This design comes from an exercise in tuning for small area and a short achievable clock period on the open sky130 flow, not from production work.
RTL that was checked went through simulation tests only; none was proved equivalent to the original.
Power is estimated from default activity; no workload was simulated.

==> 11-02 <==
==> flow/design.v <==
package ifu_pkg;
    localparam int LOC_W = 16;
    localparam logic [3:0] OP_JMP  = 4'b0010;
    localparam logic [3:0] OP_BR   = 4'b0100;
    localparam logic [3:0] OP_MVB  = 4'b0101;
    localparam logic [3:0] OP_MVF  = 4'b0110;
    localparam logic [3:0] OP_IMM0 = 4'b1001;
    localparam logic [3:0] OP_IMM1 = 4'b1101;
    localparam logic [3:0] OP_HALT = 4'b1110;
    localparam logic [3:0] OP_EXT  = 4'b1111;
    typedef enum logic [1:0] {
        FMT_M = 2'd0,
        FMT_C = 2'd1,
        FMT_I = 2'd2,
        FMT_X = 2'd3
    } fmt_t;
    typedef struct packed {
        fmt_t             format;
        logic [3:0]       opcode;
        logic [2:0]       reg1_i;
        logic [2:0]       reg2_i;
        logic [2:0]       reg_o;
        logic [2:0]       imm;
        logic             imm_flag;
        logic [LOC_W-1:0] jmp_loc;
    } dec_t;
endpackage
module ifu_decode (
    input  logic [7:0]    instr,
    input  logic [255:0]  lbl_flat,    
    input  logic [15:0]   lbl_v,       
    output ifu_pkg::dec_t dec
);
    logic [3:0]  op;
    logic        is_c, is_i, is_x, is_mvb, is_m, is_mo;
    logic [15:0] jmp;
    assign op     = instr[7:4];
    assign is_c   = !op[3] && !op[0] && (op[2] != op[1]);
    assign is_i   = op[3] && !op[1] && op[0];
    assign is_x   = op[3] && op[2] && op[1];
    assign is_mvb = (op == ifu_pkg::OP_MVB);
    assign is_m   = !(is_c || is_i || is_x);
    assign is_mo  = is_m && !is_mvb;
    logic        lbl_use;
    logic [1:0]  gsel;
    logic [15:0] g_val [4];
    logic [3:0]  g_v;
    logic [15:0] e_val;
    logic        e_v;
    assign lbl_use = is_c || is_m;
    assign gsel    = is_c ? instr[3:2] : 2'b11;
    always_comb begin
        for (int g = 0; g < 4; g++) begin
            g_val[g] = instr[1] ? (instr[0] ? lbl_flat[16*(4*g+3) +: 16] : lbl_flat[16*(4*g+2) +: 16])
                                : (instr[0] ? lbl_flat[16*(4*g+1) +: 16] : lbl_flat[16*(4*g+0) +: 16]);
            g_v[g]   = instr[1] ? (instr[0] ? lbl_v[4*g+3] : lbl_v[4*g+2])
                                : (instr[0] ? lbl_v[4*g+1] : lbl_v[4*g+0]);
        end
        e_val = gsel[1] ? (gsel[0] ? g_val[3] : g_val[2]) : (gsel[0] ? g_val[1] : g_val[0]);
        e_v   = gsel[1] ? (gsel[0] ? g_v[3]   : g_v[2])   : (gsel[0] ? g_v[1]   : g_v[0]);
        jmp   = {16{lbl_use && e_v}} & e_val;
    end
    assign dec.format   = ifu_pkg::fmt_t'({is_i || is_x, is_c || is_x});
    assign dec.opcode   = op;
    assign dec.reg1_i   = ({3{is_i}}   & instr[3:1])
                        | ({3{is_mvb}} & {1'b1, instr[1:0]})
                        | ({3{is_mo}}  & {1'b0, instr[3:2]});
    assign dec.reg2_i   = ({3{is_i}}   & (instr[3:1] + 3'd1))
                        | ({3{is_mo}}  & ({1'b0, instr[3:2]} + 3'd1));
    assign dec.reg_o    = ({3{is_c}}   & {2'b01, instr[0]})
                        | ({3{is_i}}   & instr[3:1])
                        | ({3{is_mvb}} & {1'b0, instr[3:2]})
                        | ({3{is_mo}}  & {1'b1, instr[1:0]});
    assign dec.imm      = {3{is_i}} & instr[3:1];
    assign dec.imm_flag = is_i && instr[0];
    assign dec.jmp_loc  = jmp;
endmodule
module instr_fetch_unit (
    input  logic                 clk,
    input  logic                 rst_n,
    input  logic                 start,
    input  logic [15:0]          start_pc,
    input  logic                 redirect_valid,
    input  logic [15:0]          redirect_pc,
    input  logic                 imem_we,
    input  logic [7:0]           imem_waddr,
    input  logic [7:0]           imem_wdata,
    input  logic                 lbl_we,
    input  logic [3:0]           lbl_waddr,
    input  logic [15:0]          lbl_wdata,
    output logic                 out_valid,
    input  logic                 out_ready,
    output logic [15:0]          out_pc,
    output ifu_pkg::dec_t        out_dec,
    output logic                 halted,
    output logic                 err
);
    logic [2047:0] mem;
    for (genvar r = 0; r < 256; r++) begin : g_row
        always_ff @(posedge clk) begin
            if (imem_we && imem_waddr == 8'(r)) begin
                mem[8*r +: 8] <= imem_wdata;
            end
        end
    end
    logic [255:0] lbl;
    logic [15:0]  lbl_v;
    for (genvar e = 0; e < 16; e++) begin : g_lbl
        always_ff @(posedge clk) begin
            if (lbl_we && lbl_waddr == 4'(e)) begin
                lbl[16*e +: 16] <= lbl_wdata;
            end
        end
    end
    always_ff @(posedge clk or negedge rst_n) begin
        if (!rst_n) begin
            lbl_v <= '0;
        end else if (lbl_we) begin
            lbl_v[lbl_waddr] <= 1'b1;
        end
    end
    logic        run;
    logic        fire;
    logic        ld_start, ld_redir;
    logic        is_halt;
    logic        out_en;
    logic [7:0]  pc, pc_next;
    logic [15:0] lo_q, lo_d;    
    logic [15:0] hi_q, hi_d;    
    assign ld_start = !run && start;
    assign ld_redir = run && redirect_valid;
    assign fire     = run && !redirect_valid && (!out_valid || out_ready);
    assign out_en   = !out_valid || out_ready;
    assign err      = 1'b0;
    function automatic logic [15:0] onehot4(input logic [3:0] v);
        onehot4 = 16'd1 << v;
    endfunction
    always_comb begin
        if (ld_start) begin
            pc_next = start_pc[15:8];
        end else if (ld_redir) begin
            pc_next = redirect_pc[15:8];
        end else if (fire && lo_q[15] && hi_q[15]) begin
            pc_next = pc + 8'd1;
        end else begin
            pc_next = pc;
        end
    end
    function automatic logic [3:0] enc4(input logic [15:0] oh);
        enc4 = '0;
        for (int i = 0; i < 16; i++) begin
            enc4 = enc4 | ({4{oh[i]}} & 4'(i));
        end
    endfunction
    logic [15:0] pc_full;
    assign pc_full = {pc, enc4(hi_q), enc4(lo_q)};
    logic hold_pc;
    assign hold_pc = !(ld_start || ld_redir || fire);
    assign lo_d = ({16{ld_start}} & onehot4(start_pc[3:0]))
                | ({16{ld_redir}} & onehot4(redirect_pc[3:0]))
                | ({16{fire}}     & {lo_q[14:0], lo_q[15]})
                | ({16{hold_pc}}  & lo_q);
    assign hi_d = ({16{ld_start}}             & onehot4(start_pc[7:4]))
                | ({16{ld_redir}}             & onehot4(redirect_pc[7:4]))
                | ({16{fire && lo_q[15]}}     & {hi_q[14:0], hi_q[15]})
                | ({16{hold_pc || (fire && !lo_q[15])}} & hi_q);
    logic [127:0] col_d, col_q;
    logic         wr_col;
    logic [7:0]   instr;
    logic [3:0] wlo;
    logic       m_start, m_redir, m_inc, m_hold;
    assign wlo     = imem_waddr[3:0];
    assign m_start = (start_pc[3:0] == wlo);
    assign m_redir = (redirect_pc[3:0] == wlo);
    assign m_inc   = lo_q[wlo - 4'd1];
    assign m_hold  = lo_q[wlo];
    assign wr_col  = imem_we && ((ld_start && m_start) || (ld_redir && m_redir) ||
                                 (fire && m_inc) || (hold_pc && m_hold));
    always_comb begin
        for (int h = 0; h < 16; h++) begin
            col_d[8*h +: 8] = '0;
            for (int l = 0; l < 16; l++) begin
                col_d[8*h +: 8] = col_d[8*h +: 8] | ({8{lo_d[l]}} & mem[8*(16*h+l) +: 8]);
            end
            if (wr_col && imem_waddr[7:4] == 4'(h)) begin
                col_d[8*h +: 8] = imem_wdata;
            end
        end
    end
    always_comb begin
        instr = '0;
        for (int h = 0; h < 16; h++) begin
            instr = instr | ({8{hi_q[h]}} & col_q[8*h +: 8]);
        end
    end
    ifu_pkg::dec_t fetch_dec;
    ifu_decode u_decode (
        .instr    (instr),
        .lbl_flat (lbl),
        .lbl_v    (lbl_v),
        .dec      (fetch_dec)
    );
    assign is_halt = (instr[7:4] == ifu_pkg::OP_HALT);
    always_ff @(posedge clk or negedge rst_n) begin
        if (!rst_n) begin
            run       <= 1'b0;
            halted    <= 1'b0;
            out_valid <= 1'b0;
        end else begin
            if (run) begin
                run    <= !(fire && is_halt);
                halted <= fire && is_halt;
            end else begin
                run    <= start;
                halted <= halted && !start;
            end
            out_valid <= fire || (out_valid && !out_ready && !ld_redir);
        end
    end
    always_ff @(posedge clk) begin
        pc    <= pc_next;
        lo_q  <= lo_d;
        hi_q  <= hi_d;
        col_q <= col_d;
        out_pc  <= ({16{out_en}} & pc_full)   | ({16{!out_en}} & out_pc);
        out_dec <= ({35{out_en}} & fetch_dec) | ({35{!out_en}} & out_dec);
    end
endmodule
==> flow/run.sh <==
#!/bin/bash
# synth_recipe.tcl (not shown) runs the flow's synth.tcl, then flattens the netlist and writes it again
# the make line also repeats each setting of config.mk as NAME=value (left out here)
make -C /OpenROAD-flow-scripts/flow DESIGN_CONFIG=/design/flow/config.mk WORK_HOME=/design/flow/orfs CLKGATE_MAP_FILE= SYNTH_SCRIPT=/design/flow/synth_recipe.tcl finish
==> flow/config.mk <==
export PLATFORM = sky130hd
export DESIGN_NAME = instr_fetch_unit
export DESIGN_NICKNAME = instr_fetch_unit
export VERILOG_FILES = /design/flow/design.v
export SDC_FILE = /design/flow/constraint.sdc
export NUM_CORES = 4
export LEC_CHECK = 0
export ABC_AREA = 1
export CAP_MARGIN = 10
export CORE_MARGIN = 2
export CORE_UTILIZATION = 55
export CTS_CLUSTER_DIAMETER = 90
export CTS_CLUSTER_SIZE = 25
export SETUP_SLACK_MARGIN = 2.9
export SLEW_MARGIN = 10
==> flow/constraint.sdc <==
create_clock -name core_clock -period 5.5 [get_ports {clk}]
set_input_delay 1.1000 -clock core_clock [delete_from_list [all_inputs] [get_ports {clk}]]
set_output_delay 1.1000 -clock core_clock [all_outputs]
set_load 0.01 [all_outputs]
==> 10-15 (differences from 11-02) <==
==> flow/design.v, changed modules only <==
module ifu_decode (
    input  logic [7:0]    instr,
    input  logic [255:0]  lbl_flat,    
    input  logic [15:0]   lbl_v,       
    output ifu_pkg::dec_t dec
);
    logic [3:0]  op;
    logic        is_c, is_i, is_x, is_mvb, is_m;
    logic [15:0] lsel;
    logic [15:0] jmp;
    assign op     = instr[7:4];
    assign is_c   = (op == ifu_pkg::OP_JMP)  || (op == ifu_pkg::OP_BR);
    assign is_i   = (op == ifu_pkg::OP_IMM0) || (op == ifu_pkg::OP_IMM1);
    assign is_x   = (op == ifu_pkg::OP_HALT) || (op == ifu_pkg::OP_EXT);
    assign is_mvb = (op == ifu_pkg::OP_MVB);
    assign is_m   = !(is_c || is_i || is_x);
    always_comb begin
        for (int i = 0; i < 16; i++) begin
            if (i >= 12) begin
                lsel[i] = lbl_v[i] && (instr[1:0] == 2'(i)) &&
                          (is_m || (is_c && instr[3:2] == 2'b11));
            end else begin
                lsel[i] = lbl_v[i] && is_c && (instr[3:0] == 4'(i));
            end
        end
        jmp = '0;
        for (int i = 0; i < 16; i++) begin
            jmp = jmp | ({16{lsel[i]}} & lbl_flat[16*i +: 16]);
        end
    end
    always_comb begin
        dec          = '0;
        dec.opcode   = op;
        dec.jmp_loc  = jmp;
        if (is_c) begin
            dec.format = ifu_pkg::FMT_C;
            dec.reg_o  = instr[0] ? 3'd3 : 3'd2;
        end else if (is_i) begin
            dec.format   = ifu_pkg::FMT_I;
            dec.reg1_i   = instr[3:1];
            dec.reg2_i   = instr[3:1] + 3'd1;
            dec.reg_o    = instr[3:1];
            dec.imm      = instr[3:1];
            dec.imm_flag = instr[0];
        end else if (is_x) begin
            dec.format = ifu_pkg::FMT_X;
        end else if (is_mvb) begin
            dec.format = ifu_pkg::FMT_M;
            dec.reg1_i = {1'b1, instr[1:0]};
            dec.reg_o  = {1'b0, instr[3:2]};
        end else begin
            dec.format = ifu_pkg::FMT_M;
            dec.reg1_i = {1'b0, instr[3:2]};
            dec.reg2_i = {1'b0, instr[3:2]} + 3'd1;
            dec.reg_o  = {1'b1, instr[1:0]};
        end
    end
endmodule
module instr_fetch_unit (
    input  logic                 clk,
    input  logic                 rst_n,
    input  logic                 start,
    input  logic [15:0]          start_pc,
    input  logic                 redirect_valid,
    input  logic [15:0]          redirect_pc,
    input  logic                 imem_we,
    input  logic [7:0]           imem_waddr,
    input  logic [7:0]           imem_wdata,
    input  logic                 lbl_we,
    input  logic [3:0]           lbl_waddr,
    input  logic [15:0]          lbl_wdata,
    output logic                 out_valid,
    input  logic                 out_ready,
    output logic [15:0]          out_pc,
    output ifu_pkg::dec_t        out_dec,
    output logic                 halted,
    output logic                 err
);
    logic [2047:0] mem;
    for (genvar r = 0; r < 256; r++) begin : g_row
        always_ff @(posedge clk) begin
            if (imem_we && imem_waddr == 8'(r)) begin
                mem[8*r +: 8] <= imem_wdata;
            end
        end
    end
    logic [255:0] lbl;
    logic [15:0]  lbl_v;
    for (genvar e = 0; e < 16; e++) begin : g_lbl
        always_ff @(posedge clk) begin
            if (lbl_we && lbl_waddr == 4'(e)) begin
                lbl[16*e +: 16] <= lbl_wdata;
            end
        end
    end
    always_ff @(posedge clk or negedge rst_n) begin
        if (!rst_n) begin
            lbl_v <= '0;
        end else if (lbl_we) begin
            lbl_v[lbl_waddr] <= 1'b1;
        end
    end
    logic        run;
    logic        fire;
    logic        ld_start, ld_redir;
    logic        is_halt;
    logic        out_en;
    logic [15:0] pc, pc_next;
    logic [15:0] lo_q, lo_d;    
    logic [15:0] hi_q, hi_d;    
    assign ld_start = !run && start;
    assign ld_redir = run && redirect_valid;
    assign fire     = run && !redirect_valid && (!out_valid || out_ready);
    assign out_en   = !out_valid || out_ready;
    assign err      = 1'b0;
    function automatic logic [15:0] onehot4(input logic [3:0] v);
        onehot4 = 16'd1 << v;
    endfunction
    always_comb begin
        if (ld_start) begin
            pc_next = start_pc;
            lo_d    = onehot4(start_pc[3:0]);
            hi_d    = onehot4(start_pc[7:4]);
        end else if (ld_redir) begin
            pc_next = redirect_pc;
            lo_d    = onehot4(redirect_pc[3:0]);
            hi_d    = onehot4(redirect_pc[7:4]);
        end else if (fire) begin
            pc_next = pc + 16'd1;
            lo_d    = {lo_q[14:0], lo_q[15]};
            hi_d    = lo_q[15] ? {hi_q[14:0], hi_q[15]} : hi_q;
        end else begin
            pc_next = pc;
            lo_d    = lo_q;
            hi_d    = hi_q;
        end
    end
    logic [127:0] col_d, col_q;
    logic         wr_col;
    logic [7:0]   instr;
    assign wr_col = imem_we && lo_d[imem_waddr[3:0]];
    always_comb begin
        for (int h = 0; h < 16; h++) begin
            col_d[8*h +: 8] = '0;
            for (int l = 0; l < 16; l++) begin
                col_d[8*h +: 8] = col_d[8*h +: 8] | ({8{lo_d[l]}} & mem[8*(16*h+l) +: 8]);
            end
            if (wr_col && imem_waddr[7:4] == 4'(h)) begin
                col_d[8*h +: 8] = imem_wdata;
            end
        end
    end
    always_comb begin
        instr = '0;
        for (int h = 0; h < 16; h++) begin
            instr = instr | ({8{hi_q[h]}} & col_q[8*h +: 8]);
        end
    end
    ifu_pkg::dec_t fetch_dec;
    ifu_decode u_decode (
        .instr    (instr),
        .lbl_flat (lbl),
        .lbl_v    (lbl_v),
        .dec      (fetch_dec)
    );
    assign is_halt = (instr[7:4] == ifu_pkg::OP_HALT);
    always_ff @(posedge clk or negedge rst_n) begin
        if (!rst_n) begin
            run       <= 1'b0;
            halted    <= 1'b0;
            out_valid <= 1'b0;
        end else begin
            if (run) begin
                run    <= !(fire && is_halt);
                halted <= fire && is_halt;
            end else begin
                run    <= start;
                halted <= halted && !start;
            end
            out_valid <= fire || (out_valid && !out_ready && !ld_redir);
        end
    end
    always_ff @(posedge clk) begin
        pc    <= pc_next;
        lo_q  <= lo_d;
        hi_q  <= hi_d;
        col_q <= col_d;
        if (out_en) begin
            out_pc  <= pc;
            out_dec <= fetch_dec;
        end
    end
endmodule
==> flow/config.mk (replaced) <==
export PLATFORM = sky130hd
export DESIGN_NAME = instr_fetch_unit
export DESIGN_NICKNAME = instr_fetch_unit
export VERILOG_FILES = /design/flow/design.v
export SDC_FILE = /design/flow/constraint.sdc
export NUM_CORES = 4
export LEC_CHECK = 0
export CAP_MARGIN = 20
export CORE_MARGIN = 2
export CORE_UTILIZATION = 60
export SETUP_SLACK_MARGIN = 2.7
export SLEW_MARGIN = 20
==> 05-26 (differences from 11-02) <==
--- a/flow/design.v
+++ b/flow/design.v
@@ -124,7 +124,7 @@
     logic        ld_start, ld_redir;
     logic        is_halt;
     logic        out_en;
-    logic [7:0]  pc, pc_next;
+    logic [15:0] pc, pc_next;
     logic [15:0] lo_q, lo_d;    
     logic [15:0] hi_q, hi_d;    
     assign ld_start = !run && start;
@@ -137,23 +137,15 @@
     endfunction
     always_comb begin
         if (ld_start) begin
-            pc_next = start_pc[15:8];
+            pc_next = start_pc;
         end else if (ld_redir) begin
-            pc_next = redirect_pc[15:8];
-        end else if (fire && lo_q[15] && hi_q[15]) begin
-            pc_next = pc + 8'd1;
+            pc_next = redirect_pc;
+        end else if (fire) begin
+            pc_next = pc + 16'd1;
         end else begin
             pc_next = pc;
         end
     end
-    function automatic logic [3:0] enc4(input logic [15:0] oh);
-        enc4 = '0;
-        for (int i = 0; i < 16; i++) begin
-            enc4 = enc4 | ({4{oh[i]}} & 4'(i));
-        end
-    endfunction
-    logic [15:0] pc_full;
-    assign pc_full = {pc, enc4(hi_q), enc4(lo_q)};
     logic hold_pc;
     assign hold_pc = !(ld_start || ld_redir || fire);
     assign lo_d = ({16{ld_start}} & onehot4(start_pc[3:0]))
@@ -222,7 +214,7 @@
         lo_q  <= lo_d;
         hi_q  <= hi_d;
         col_q <= col_d;
-        out_pc  <= ({16{out_en}} & pc_full)   | ({16{!out_en}} & out_pc);
+        out_pc  <= ({16{out_en}} & pc)        | ({16{!out_en}} & out_pc);
         out_dec <= ({35{out_en}} & fetch_dec) | ({35{!out_en}} & out_dec);
     end
 endmodule
--- a/flow/config.mk
+++ b/flow/config.mk
@@ -6,10 +6,10 @@
 export NUM_CORES = 4
 export LEC_CHECK = 0
 export ABC_AREA = 1
-export CAP_MARGIN = 10
+export CAP_MARGIN = 20
 export CORE_MARGIN = 2
 export CORE_UTILIZATION = 55
-export CTS_CLUSTER_DIAMETER = 90
-export CTS_CLUSTER_SIZE = 25
+export CTS_CLUSTER_DIAMETER = 80
+export CTS_CLUSTER_SIZE = 20
 export SETUP_SLACK_MARGIN = 2.9
-export SLEW_MARGIN = 10
+export SLEW_MARGIN = 20
==> notes.md <==
| metric | 10-15 | 11-02 | 05-26 |
|---|---|---|---|
| Status | complete, no violations | complete, no violations | complete, no violations |
| Cell repeated most along the worst path | - | sky130_fd_sc_hd__nand2_1 | sky130_fd_sc_hd__nor2_4 |
| Flop and latch count out of synthesis | 2550 | 2542 | 2550 |
| Met3 usage | 0.0988 | 0.0623 | 0.0684 |
| Psw | 10300 uW | 15500 uW | 16000 uW |
| Relative area of clock buffers and inverters in the final design | 0.0655 | 0.0315 | 0.0371 |
| HPWL reported at the end of detailed placement | 167000 um | 189000 um | 180000 um |
| Most common library cell in the layout ignoring fill and taps | sky130_fd_sc_hd__edfxtp_1 | sky130_fd_sc_hd__nand2_1 | sky130_fd_sc_hd__nand2_1 |
| Number of enable-type register cells in the synthesized netlist | 2387 | 2363 | 2371 |
| Met3 routed wirelength | 43500 um | 43100 um | 41800 um |
| Met2 demand-to-capacity share in global routing | 0.590 | 0.545 | 0.571 |
| Sw Share | 0.243 | 0.334 | 0.331 |
| Worst R2R Setup Slack | 2.19 ns | 2.85 ns | 2.73 ns |
| Share of the synthesized netlist area taken by xor and xnor gates | 0.00177 | 0.000618 | 0.00149 |
| Logic depth of the worst setup path including buffers | 12 | 16 | 13 |
| Row Count | 145 | 155 | 156 |
Function not checked in 10-15: the RTL went through the layout flow alone.

what the ideal ports hide:
In the flow no input, the clock included, has a driving cell. The finished layouts below were timed again as built, in two steps. Step 1 assumes that a clkbuf_16 drives the clock port and a buf_2 every other input. Step 2 also shifts input and output timing later by t, the mid clock arrival at the registers, as if the neighbouring blocks saw the same clock. Slacks: no drivers / after step 1 / after step 2; pairs: no drivers / after step 1.
run | t, ns | setup WS [ns] | worst setup path after step 2 | clock arrival spread, ns
11-02 | 0.915 | 2.850 / 2.701 / 1.785 | input to register | 0.037 / 0.037
10-15 | 0.957 | 2.188 / 2.188 / 1.421 | input to register | 0.063 / 0.063
05-26 | 0.920 | 2.733 / 2.733 / 1.995 | input to register | 0.043 / 0.044
After both steps setup and hold are still met in every run listed. The setup slack of 11-02, which loses most, moves by -0.149 ns with the drivers and by -1.065 ns with both steps.
